Context: an optimization exercise on an open-source flow, tuned for small area. The choices shown serve that exercise and are no tape-out recipe.
Function was checked by simulation only, so behaviour that the tests miss may differ from the original.
Power and IR drop assume default switching activity.

==> flow/design.v <==
package sd_wb_pkg;
	typedef logic [127:0] wb_data_t;
	typedef logic [4:0] wb_adr_t;
	typedef logic [3:0] reg_idx_t;
	localparam wb_adr_t ADR_CMD_EXEC   = 5'd16;
	localparam wb_adr_t ADR_FIFO_WRITE = 5'd17;
	localparam wb_adr_t ADR_FIFO_READ  = 5'd18;
	localparam wb_adr_t ADR_DATA_EXEC  = 5'd19;
	localparam int REG_COUNT = 16;
	typedef enum logic [1:0] {
		IDLE,
		WAIT_FIFO,
		WAIT_EXEC,
		RESPOND
	} dec_state_e;
endpackage
`timescale 1ns/1ps
module sd_wb_fifo #(
	parameter int FIFO_DEPTH = 4
) (
	input  logic                wb_clock_i,
	input  logic                rst_n_i,
	input  logic                push_i,
	input  logic                pop_i,
	input  logic                prev_en_i,
	input  sd_wb_pkg::wb_data_t wdata_i,
	output sd_wb_pkg::wb_data_t rdata_o,
	output logic [FIFO_DEPTH-1:0][127:0] mem_o,
	output logic [FIFO_DEPTH-1:0]        prev_sel_o,
	output logic                full_o,
	output logic                empty_o
);
	localparam int PTR_W = $clog2(FIFO_DEPTH);
	localparam int CNT_W = PTR_W + 1;
	sd_wb_pkg::wb_data_t mem_q [FIFO_DEPTH];
	logic [PTR_W-1:0] wr_ptr_q;
	logic [PTR_W-1:0] rd_ptr_q;
	logic [CNT_W-1:0] count_q;
	logic do_push;
	logic do_pop;
	assign do_push = push_i && !full_o;
	assign do_pop  = pop_i && !empty_o;
	assign full_o  = (count_q == CNT_W'(FIFO_DEPTH));
	assign empty_o = (count_q == '0);
	always_ff @(posedge wb_clock_i or negedge rst_n_i)
	begin
		if (!rst_n_i)
		begin
			wr_ptr_q <= '0;
			rd_ptr_q <= '0;
			count_q  <= '0;
		end
		else
		begin
			if (do_push)
				wr_ptr_q <= wr_ptr_q + 1'b1;
			if (do_pop)
				rd_ptr_q <= rd_ptr_q + 1'b1;
			case ({do_push, do_pop})
				2'b10: count_q <= count_q + 1'b1;
				2'b01: count_q <= count_q - 1'b1;
				default: count_q <= count_q;
			endcase
		end
	end
	for (genvar j = 0; j < FIFO_DEPTH; j++)
	begin : g_slot
		always_ff @(posedge wb_clock_i)
		begin
			if (do_push && (wr_ptr_q == PTR_W'(j)))
				mem_q[j] <= wdata_i;
		end
	end
	always_comb
	begin
		rdata_o = '0;
		for (int j = 0; j < FIFO_DEPTH; j++)
		begin
			rdata_o = rdata_o | (mem_q[j] & {128{rd_ptr_q == PTR_W'(j)}});
			mem_o[j] = mem_q[j];
			prev_sel_o[j] = prev_en_i && (rd_ptr_q == PTR_W'(j + 1));
		end
	end
endmodule
`timescale 1ns/1ps
module sd_reg_bank (
	input  logic                wb_clock_i,
	input  logic                rst_n_i,
	input  logic                wr_i,
	input  logic                rd_en_i,
	input  sd_wb_pkg::reg_idx_t idx_i,
	input  sd_wb_pkg::wb_data_t wdata_i,
	output logic [sd_wb_pkg::REG_COUNT-1:0][127:0] regs_o,
	output logic [sd_wb_pkg::REG_COUNT-1:0]        sel_o
);
	sd_wb_pkg::wb_data_t regs_q [sd_wb_pkg::REG_COUNT];
	logic [sd_wb_pkg::REG_COUNT-1:0] valid_q;
	logic [sd_wb_pkg::REG_COUNT-1:0] sel;
	always_ff @(posedge wb_clock_i or negedge rst_n_i)
	begin
		if (!rst_n_i)
			valid_q <= '0;
		else if (wr_i)
			valid_q[idx_i] <= 1'b1;
	end
	for (genvar i = 0; i < sd_wb_pkg::REG_COUNT; i++)
	begin : g_reg
		always_ff @(posedge wb_clock_i)
		begin
			if (wr_i && (idx_i == sd_wb_pkg::reg_idx_t'(i)))
				regs_q[i] <= wdata_i;
		end
		assign sel[i] = rd_en_i && valid_q[i] && (idx_i == sd_wb_pkg::reg_idx_t'(i));
	end
	for (genvar i = 0; i < sd_wb_pkg::REG_COUNT; i++)
	begin : g_out
		assign regs_o[i] = regs_q[i];
	end
	assign sel_o = sel;
endmodule
`timescale 1ns/1ps
module sd_exec_ctrl (
	input  logic                wb_clock_i,
	input  logic                rst_n_i,
	input  logic                cmd_go_i,
	input  logic                data_go_i,
	input  sd_wb_pkg::wb_data_t arg_i,
	input  logic                cmd_done_i,
	input  logic                data_done_i,
	output logic                cmd_start_o,
	output logic                data_start_o,
	output sd_wb_pkg::wb_data_t cmd_arg_o,
	output logic                exec_done_o
);
	typedef enum logic [1:0] {
		IDLE,
		CMD_BUSY,
		DATA_BUSY
	} exec_state_e;
	exec_state_e state_q;
	always_ff @(posedge wb_clock_i or negedge rst_n_i)
	begin
		if (!rst_n_i)
		begin
			state_q      <= IDLE;
			cmd_start_o  <= 1'b0;
			data_start_o <= 1'b0;
		end
		else
		begin
			cmd_start_o  <= 1'b0;
			data_start_o <= 1'b0;
			case (state_q)
				IDLE:
				begin
					if (cmd_go_i)
					begin
						cmd_start_o <= 1'b1;
						state_q     <= CMD_BUSY;
					end
					else if (data_go_i)
					begin
						data_start_o <= 1'b1;
						state_q      <= DATA_BUSY;
					end
				end
				CMD_BUSY:
					if (cmd_done_i)
						state_q <= IDLE;
				DATA_BUSY:
					if (data_done_i)
						state_q <= IDLE;
				default:
					state_q <= IDLE;
			endcase
		end
	end
	always_ff @(posedge wb_clock_i)
	begin
		if ((state_q == IDLE) && (cmd_go_i || data_go_i))
			cmd_arg_o <= arg_i;
	end
	assign exec_done_o = ((state_q == CMD_BUSY) && cmd_done_i) ||
		((state_q == DATA_BUSY) && data_done_i);
endmodule
`timescale 1ns/1ps
module sd_wb_decode (
	input  logic               wb_clock_i,
	input  logic               rst_n_i,
	input  logic               strobe_i,
	input  logic               we_i,
	input  sd_wb_pkg::wb_adr_t adr_i,
	input  logic               tx_full_i,
	input  logic               rx_empty_i,
	input  logic               exec_done_i,
	output logic               reg_wr_o,
	output logic               fifo_push_o,
	output logic               fifo_pop_o,
	output logic               cmd_go_o,
	output logic               data_go_o,
	output logic               resp_ok_o,
	output logic               resp_err_o
);
	sd_wb_pkg::dec_state_e state_q;
	logic accept;
	logic is_reg;
	logic is_cmd;
	logic is_data;
	logic is_fwr;
	logic is_frd;
	assign accept = (state_q == sd_wb_pkg::IDLE) && strobe_i;
	assign is_reg  = (adr_i < sd_wb_pkg::wb_adr_t'(sd_wb_pkg::REG_COUNT));
	assign is_cmd  = we_i && (adr_i == sd_wb_pkg::ADR_CMD_EXEC);
	assign is_data = we_i && (adr_i == sd_wb_pkg::ADR_DATA_EXEC);
	assign is_fwr  = we_i && (adr_i == sd_wb_pkg::ADR_FIFO_WRITE);
	assign is_frd  = !we_i && (adr_i == sd_wb_pkg::ADR_FIFO_READ);
	assign cmd_go_o  = accept && is_cmd;
	assign data_go_o = accept && is_data;
	always_ff @(posedge wb_clock_i or negedge rst_n_i)
	begin
		if (!rst_n_i)
		begin
			state_q        <= sd_wb_pkg::IDLE;
			reg_wr_o       <= 1'b0;
			fifo_push_o    <= 1'b0;
			fifo_pop_o     <= 1'b0;
			resp_ok_o      <= 1'b0;
			resp_err_o     <= 1'b0;
		end
		else
		begin
			reg_wr_o       <= 1'b0;
			fifo_push_o    <= 1'b0;
			fifo_pop_o     <= 1'b0;
			resp_ok_o      <= 1'b0;
			resp_err_o     <= 1'b0;
			case (state_q)
				sd_wb_pkg::IDLE:
				begin
					if (strobe_i)
					begin
						if (is_reg)
						begin
							reg_wr_o  <= we_i;
							resp_ok_o <= 1'b1;
							state_q   <= sd_wb_pkg::RESPOND;
						end
						else if (is_cmd || is_data)
							state_q <= sd_wb_pkg::WAIT_EXEC;
						else if (is_fwr || is_frd)
							state_q <= sd_wb_pkg::WAIT_FIFO;
						else
						begin
							resp_err_o <= 1'b1;
							state_q    <= sd_wb_pkg::RESPOND;
						end
					end
				end
				sd_wb_pkg::WAIT_FIFO:
				begin
					if (we_i && !tx_full_i)
					begin
						fifo_push_o <= 1'b1;
						resp_ok_o   <= 1'b1;
						state_q     <= sd_wb_pkg::RESPOND;
					end
					else if (!we_i && !rx_empty_i)
					begin
						fifo_pop_o     <= 1'b1;
						resp_ok_o      <= 1'b1;
						state_q        <= sd_wb_pkg::RESPOND;
					end
				end
				sd_wb_pkg::WAIT_EXEC:
				begin
					if (exec_done_i)
					begin
						resp_ok_o <= 1'b1;
						state_q   <= sd_wb_pkg::RESPOND;
					end
				end
				sd_wb_pkg::RESPOND:
				begin
					if (!strobe_i)
						state_q <= sd_wb_pkg::IDLE;
				end
				default:
					state_q <= sd_wb_pkg::IDLE;
			endcase
		end
	end
endmodule
`timescale 1ns/1ps
module sd_wb_resp (
	input  logic                wb_clock_i,
	input  logic                rst_n_i,
	input  logic                resp_ok_i,
	input  logic                resp_err_i,
	input  logic [15:0][127:0]  reg_i,
	input  logic [15:0]         reg_sel_i,
	input  logic [3:0][127:0]   fifo_i,
	input  logic [3:0]          fifo_sel_i,
	output logic                ack_o,
	output logic                error_o,
	output sd_wb_pkg::wb_data_t wb_data_o
);
	always_ff @(posedge wb_clock_i or negedge rst_n_i)
	begin
		if (!rst_n_i)
		begin
			ack_o   <= 1'b0;
			error_o <= 1'b0;
		end
		else
		begin
			ack_o   <= resp_ok_i;
			error_o <= resp_err_i;
		end
	end
	logic [19:0][127:0] src;
	logic [19:0]        sel;
	logic [6:0][127:0]  grp;
	assign src = {fifo_i, reg_i};
	assign sel = {fifo_sel_i, reg_sel_i};
	always_comb
	begin
		for (int k = 0; k < 7; k++)
		begin
			grp[k] = '0;
			for (int i = 3 * k; i < 3 * k + 3 && i < 20; i++)
				grp[k] = grp[k] | (src[i] & {128{sel[i]}});
		end
	end
	assign wb_data_o = ((grp[0] | grp[1]) | (grp[2] | grp[3])) | ((grp[4] | grp[5]) | grp[6]);
endmodule
`timescale 1ns/1ps
module sd_wb_top #(
	parameter int FIFO_DEPTH = 4
) (
	input  logic                wb_clock_i,
	input  logic                rst_n_i,
	input  logic                strobe_i,
	input  logic                we_i,
	input  sd_wb_pkg::wb_adr_t  adr_i,
	input  sd_wb_pkg::wb_data_t wb_data_i,
	output logic                ack_o,
	output logic                error_o,
	output sd_wb_pkg::wb_data_t wb_data_o,
	output logic                fifo_write_wait_o,
	output logic                fifo_read_wait_o,
	input  logic                cmd_done_i,
	input  logic                data_done_i,
	input  logic                sd_tx_pop_i,
	input  logic                host_data_valid_i,
	input  sd_wb_pkg::wb_data_t host_data_i,
	output logic                cmd_start_o,
	output logic                data_start_o,
	output sd_wb_pkg::wb_data_t cmd_arg_o,
	output sd_wb_pkg::wb_data_t sd_tx_data_o
);
	logic reg_wr;
	logic fifo_push;
	logic fifo_pop;
	logic cmd_go;
	logic data_go;
	logic resp_ok;
	logic resp_err;
	logic exec_done;
	logic [15:0][127:0] reg_q;
	logic [15:0]        reg_sel;
	logic [3:0][127:0]  rx_q;
	logic [3:0]         rx_sel;
	sd_wb_decode decode_i (
		.wb_clock_i     (wb_clock_i),
		.rst_n_i        (rst_n_i),
		.strobe_i       (strobe_i),
		.we_i           (we_i),
		.adr_i          (adr_i),
		.tx_full_i      (fifo_write_wait_o),
		.rx_empty_i     (fifo_read_wait_o),
		.exec_done_i    (exec_done),
		.reg_wr_o       (reg_wr),
		.fifo_push_o    (fifo_push),
		.fifo_pop_o     (fifo_pop),
		.cmd_go_o       (cmd_go),
		.data_go_o      (data_go),
		.resp_ok_o      (resp_ok),
		.resp_err_o     (resp_err)
	);
	sd_reg_bank reg_bank_i (
		.wb_clock_i (wb_clock_i),
		.rst_n_i    (rst_n_i),
		.wr_i       (reg_wr),
		.rd_en_i    (!adr_i[4]),
		.idx_i      (adr_i[3:0]),
		.wdata_i    (wb_data_i),
		.regs_o     (reg_q),
		.sel_o      (reg_sel)
	);
	sd_exec_ctrl exec_ctrl_i (
		.wb_clock_i   (wb_clock_i),
		.rst_n_i      (rst_n_i),
		.cmd_go_i     (cmd_go),
		.data_go_i    (data_go),
		.arg_i        (wb_data_i),
		.cmd_done_i   (cmd_done_i),
		.data_done_i  (data_done_i),
		.cmd_start_o  (cmd_start_o),
		.data_start_o (data_start_o),
		.cmd_arg_o    (cmd_arg_o),
		.exec_done_o  (exec_done)
	);
	sd_wb_fifo #(.FIFO_DEPTH(FIFO_DEPTH)) tx_fifo (
		.wb_clock_i (wb_clock_i),
		.rst_n_i    (rst_n_i),
		.push_i     (fifo_push),
		.pop_i      (sd_tx_pop_i),
		.prev_en_i  (1'b0),
		.wdata_i    (wb_data_i),
		.rdata_o    (sd_tx_data_o),
		.mem_o      (),
		.prev_sel_o (),
		.full_o     (fifo_write_wait_o),
		.empty_o    ()
	);
	sd_wb_fifo #(.FIFO_DEPTH(FIFO_DEPTH)) rx_fifo (
		.wb_clock_i (wb_clock_i),
		.rst_n_i    (rst_n_i),
		.push_i     (host_data_valid_i),
		.pop_i      (fifo_pop),
		.prev_en_i  (adr_i[4]),
		.wdata_i    (host_data_i),
		.rdata_o    (),
		.mem_o      (rx_q),
		.prev_sel_o (rx_sel),
		.full_o     (),
		.empty_o    (fifo_read_wait_o)
	);
	sd_wb_resp resp_i (
		.wb_clock_i     (wb_clock_i),
		.rst_n_i        (rst_n_i),
		.resp_ok_i      (resp_ok),
		.resp_err_i     (resp_err),
		.reg_i          (reg_q),
		.reg_sel_i      (reg_sel),
		.fifo_i         (rx_q),
		.fifo_sel_i     (rx_sel),
		.ack_o          (ack_o),
		.error_o        (error_o),
		.wb_data_o      (wb_data_o)
	);
endmodule
==> flow/flow/run.sh <==
#!/bin/bash
# The standard layout (standard.sh) with these changes to how the layout
# is made:
#  - synthesis is the standard one (synth_recipe.tcl, ORFS synth.tcl) except
#    that ABC maps the combinational logic with flow/abc_area.script, an
#    area-recovering mapping, instead of the delay-first speed script;
#    flip-flop mapping, naming, flattening and renaming are unchanged;
#  - ports are buffered with sky130_fd_sc_hd__buf_1, the smallest buffer;
#  - the clock tree uses clkbuf_8 with sink clusters of up to 18 within 70 um, no dummy loads.
# make's output goes to flow_make.log; each ORFS step logs to orfs/logs.
set -euo pipefail
cd "$(dirname "$0")/.."
W=$PWD
sed 's|log_cmd abc {\*}$abc_args|log_cmd abc {*}[lreplace $abc_args 1 1 $::env(MY_ABC_SCRIPT)]|' \
	"$FLOW_HOME/scripts/synth.tcl" > "$W/flow_synth.tcl"
grep -q MY_ABC_SCRIPT "$W/flow_synth.tcl"
sed "s|source \$::env(SCRIPTS_DIR)/synth.tcl|source $W/flow_synth.tcl|" synth_recipe.tcl > "$W/flow_synth_recipe.tcl"
grep -q "source $W/flow_synth.tcl" "$W/flow_synth_recipe.tcl"
sed "s|SYNTH_SCRIPT=[^ ]*|SYNTH_SCRIPT=$W/flow_synth_recipe.tcl|" standard.sh > "$W/flow_standard.sh"
grep -q "SYNTH_SCRIPT=$W/flow_synth_recipe.tcl" "$W/flow_standard.sh"
export MY_ABC_SCRIPT="$W/flow/abc_area.script"
export BUFFER_PORTS_ARGS="-buffer_cell sky130_fd_sc_hd__buf_1"
export CTS_ARGS="-sink_clustering_enable -repair_clock_nets -dont_use_dummy_load -buf_list sky130_fd_sc_hd__clkbuf_8 -sink_clustering_size 18 -sink_clustering_max_diameter 70"
bash "$W/flow_standard.sh" finish > flow_make.log 2>&1
==> flow/flow/abc_area.script <==
&get -n
&st
&dch
&nf -R 1000 -C 32 -F 8 -A 8 -E 100
&put
==> flow/standard.sh <==
#!/bin/bash
# synth_recipe.tcl (not shown) runs the flow's synth.tcl, then flattens the netlist and writes it again
# the make line also repeats each setting of config.mk as NAME=value (left out here)
make -C /OpenROAD-flow-scripts/flow DESIGN_CONFIG=/design/flow/config.mk WORK_HOME=/design/flow/orfs CLKGATE_MAP_FILE= SYNTH_SCRIPT=/design/flow/synth_recipe.tcl "${@:-finish}"
==> flow/config.mk <==
export PLATFORM = sky130hd
export DESIGN_NAME = sd_wb_top
export DESIGN_NICKNAME = sd_wb_top
export VERILOG_FILES = /design/flow/design.v
export SDC_FILE = /design/flow/constraint.sdc
export NUM_CORES = 4
export LEC_CHECK = 0
export CAP_MARGIN = 20
export CORE_MARGIN = 2
export CORE_UTILIZATION = 75
export SLEW_MARGIN = 20
==> flow/constraint.sdc <==
create_clock -name core_clock -period 10.0 [get_ports {wb_clock_i}]
set_input_delay 2.0000 -clock core_clock [delete_from_list [all_inputs] [get_ports {wb_clock_i}]]
set_output_delay 2.0000 -clock core_clock [all_outputs]
set_load 0.01 [all_outputs]
==> run summary <==
## stage by stage
stage	instance area [sq um]	total power [uW]
finish	121000	25400
global route	121000	26100
CTS	121000	25300
detailed placement	118000	20200
global placement	118000	20100
floorplan	111000	18300
## state kept, by name, summed over array words and instances (netlist names)
register	count
reg_bank_i.regs_q	2048
rx_fifo.rd_ptr_q	2
exec_ctrl_i.cmd_arg_o	128
tx_fifo.rd_ptr_q	2
decode_i.state_q	2
rx_fifo.mem_q	512
tx_fifo.count_q	3
rx_fifo.wr_ptr_q	2
resp_i.error_o	1
tx_fifo.wr_ptr_q	2
exec_ctrl_i.data_start_o	1
decode_i.reg_wr_o	1
decode_i.fifo_push_o	1
decode_i.resp_err_o	1
exec_ctrl_i.cmd_start_o	1
resp_i.ack_o	1
reg_bank_i.valid_q	16
exec_ctrl_i.state_q	2
rx_fifo.count_q	3
decode_i.resp_ok_o	1
decode_i.fifo_pop_o	1
tx_fifo.mem_q	512
## area by class of cell
class / instances / area (sq um)
sequential: 3243 / 97200
fill: 6999 / 27100
multi-input combinational: 1728 / 14500
timing repair buffer: 770 / 3680
clock buffer: 198 / 2730
tap: 1930 / 2410
inverter: 25 / 93.8
antenna: 12 / 30.0
## synthesized netlist by cell type, drive strengths merged (3+ instances only)
master / instances / area [sq um]
nor2b: 6 / 37.5
clkinv: 25 / 93.8
o21bai: 11 / 82.6
nand2b: 3 / 18.8
ha: 29 / 363
xnor2: 9 / 78.8
nor2: 29 / 109
and2: 9 / 56.3
nand2: 283 / 1060
nand4: 130 / 813
nand3: 4 / 20.0
a222oi: 896 / 8970
nor3b: 3 / 22.5
a21oi: 6 / 30.0
and3: 14 / 87.6
nor3: 7 / 35.0
dfrtp: 43 / 1080
a22oi: 128 / 961
and4: 128 / 1120
a41o: 4 / 40.0
o21ai: 7 / 35.0
edfxtp: 3200 / 96100
## power by group
group / switching [uW] / internal, uW / total, uW
sequential: 196 / 15700 / 15900
combinational: 3010 / 1050 / 4070
clock: 3650 / 1780 / 5420
total: 6860 / 18500 / 25400
## cells by family after synthesis
logic type	Yosys count	synth area share
AOI/OAI and AO/OA	1062	0.0915
xor gates and xnor gates	11	0.000865
adders and majority gates	31	0.00362
buffers and inverters	25	0.000842
DFF	3243	0.872
muxes	3	0.000292
and+or+nand+nor	621	0.0306
## metal layers
| metal | up-vias | wire length, microns | GRT usage |
|---|---|---|---|
| li1 | 24643 | - | - |
| met1 | 30864 | 97500 | 0.543 |
| met2 | 5838 | 136000 | 0.592 |
| met3 | 620 | 45900 | 0.0957 |
| met4 | 28 | 9730 | 0.134 |
| met5 | - | 164 | 0 |
## worst reg2reg max path: stages, from the launching register on
cell and delay [ps]:
dfrtp_1 400, clkinv_1 130, a31oi_1 610, and2_4 460, buf_4 580, buf_4 830
## final timing paths
kind | startpoint | end | slack (ps) | depth (start not counted)
max | adr_i[2] | wb_data_o[122] | 2020 | 9
min | decode_i.resp_ok_o | resp_i.ack_o | 380 | 0
max reg2reg | rx_fifo.count_q[0] | rx_fifo.mem_q[3][48] | 6500 | 5
min reg2reg | decode_i.resp_ok_o | resp_i.ack_o | 380 | 0
max in group asynchronous | rst_n_i | tx_fifo.wr_ptr_q[1] | 8550 | 1
min in group asynchronous | rst_n_i | decode_i.resp_err_o | 1020 | 1
==> key figures <==
Critical path
  • Worst-path fanout max: 58
  • Delay-heaviest family, CP: simple AND/OR/NAND/NOR gates
  • Critical-path cell list: buf_1, nand2b_1, nor2_1, and3_4, buf_4, a222oi_1, and4_1, nand4_1, buf_1
  • CP arrival: 5980 ps
  • Cell mode on critical path: buf_1
  • Critical path type: primary input to output port
  • Endpoint class of the critical path: output port
  • CP max stage delay: 960 ps
  • Bufs and invs on worst path: 3
  • Required @ worst endpoint: 8000 ps
  • CP max-delay cell: and3_4
  • Startpoint Class: primary input

Synth
  • Flops & latches, synth: 3243
  • Cells after Synth: 4996
  • Average size of a mapped cell: 22.3 sq um
  • Syn Nets: 5296
  • Mapped Area: 0.111 sq mm
  • Seq/Total Area, Yosys: 0.872
  • Yosys warnings: 7
  • Count of cell types in the netlist: 38
  • Top FF cell, synth: edfxtp_1
  • Synth async-reset ratio: 0.0133
  • Post-synth EDFFs: 3200

STA
  • Final Cycle Share: 0.798
  • Total Neg Setup Slack: 0 ps
  • Fin Hold WS: 375 ps
  • Worst-Margin Slew: 1150 ps
  • Slew headroom: 0.231
  • RSZ-0062 raised after global routing: false
  • Setup ws final: 2020 ps
  • Final max-slew violation count: 0
  • Setup-violating endpoint count in the final report: 0
  • Clock Skews: 54.4 ps
  • Min cycle time layout: 7980 ps
  • FMAX: 0.125 GHz
  • Final Hold Viols: 0

Drt
  • Drt wl/cell: 36.6 microns
  • DRT Pass-1 Iters: 14
  • Drt total wl: 290000 microns
  • DRT antenna net count: 0
  • Vias per cell: 7.84
  • Vias: 61993
  • Drt drc: 0
  • DRT iter0 DRCs: 14174

Clock network
  • CTS buffer count: 198
  • Hold-fix buffers, CTS: 0
  • Sink Count: 3243
  • Clk Latency, worst-skew pair: 990 ps
  • CTS tree: yes
  • Clock Root Buffer: clkbuf_8
  • CTS resizes: 0
  • Clk buf depth: 3
  • Clock slew at reported path FFs: 110 ps
  • # H-tree levels: 4
  • Setup Fix Bufs, Post-CTS: 0

Placed design
  • Place WS: 2150 ps
  • Port bufs: 658
  • DP Cell Count: 7695
  • Post-DP HPWL: 149000 microns
  • Routability Congestion: 0.813

Die
  • Initial Util: 0.754
  • Die width: 389 microns
  • Core ar.: 0.148 sq mm
  • Row cnt: 141
  • IO Count: 659
  • Die area: 0.152 sq mm
  • Die height: 389 microns

Hold path
  • Worst hold-check path type: register to register

Power and ir drop
  • VDD IR max: 0.000238 V
  • LEAKAGE: 0.0360 uW
  • Power Dens Cells: 211 mW/mm^2

Global route
  • Initial antenna violation count: 27
  • Overflow after GRT: 0
  • Number of global-route vias before repair: 61504
  • Largest net degree at the start of global routing: 129
  • First-pass GRT wire length: 412000 microns
  • Total Routing Usage GR: 0.381

Finish
  • Commonest non-fill, non-tap cells in the layout: 3200 x edfxtp_1, 896 x a222oi_1, 653 x buf_1, 283 x nand2_1, 198 x clkbuf_8
  • Share of cells above drive strength 1: 0.0610
  • Final Core Density: 0.817
  • Area Growth Syn to Fin: 8.25%
  • Commonest non-fill, non-tap cell in the layout: edfxtp_1
  • Final layout net count: 6266
  • Final cell count without fillers: 7906

Job
  • Max-cap viol count: 0

Outcome
  • Status: no timing/DRC/antenna violations

[static timing again, ports no longer ideal]
The results above use ideal ports. As a check the final layout listed here was re-extracted and re-timed, cells and wires unchanged.
Step 1: set_driving_cell puts a clkbuf_16 on wb_clock_i and a buf_2 on each other input, an assumption about the parent block.
Step 2 moves the port delays by t, midway between the first and last clock arrival at a register: inputs arrive t later, outputs are due t later. That takes back most of the time a late clock gives input paths.
a / b / c = ideal ports / drivers / drivers and shift; a / b = the first two.
t, ns: 1.047
slack for setup (ns): 2.019 / 1.984 / 1.984
hold slack, ns: 0.375 / 0.375 / 0.375
worst register clock-pin slew, ns: 0.11 / 0.11
cell pins on the clock port's net: 1
After both steps setup and hold are still met in this run. The setup slack of this run moves by -0.035 ns with the drivers and by -0.035 ns with both steps.
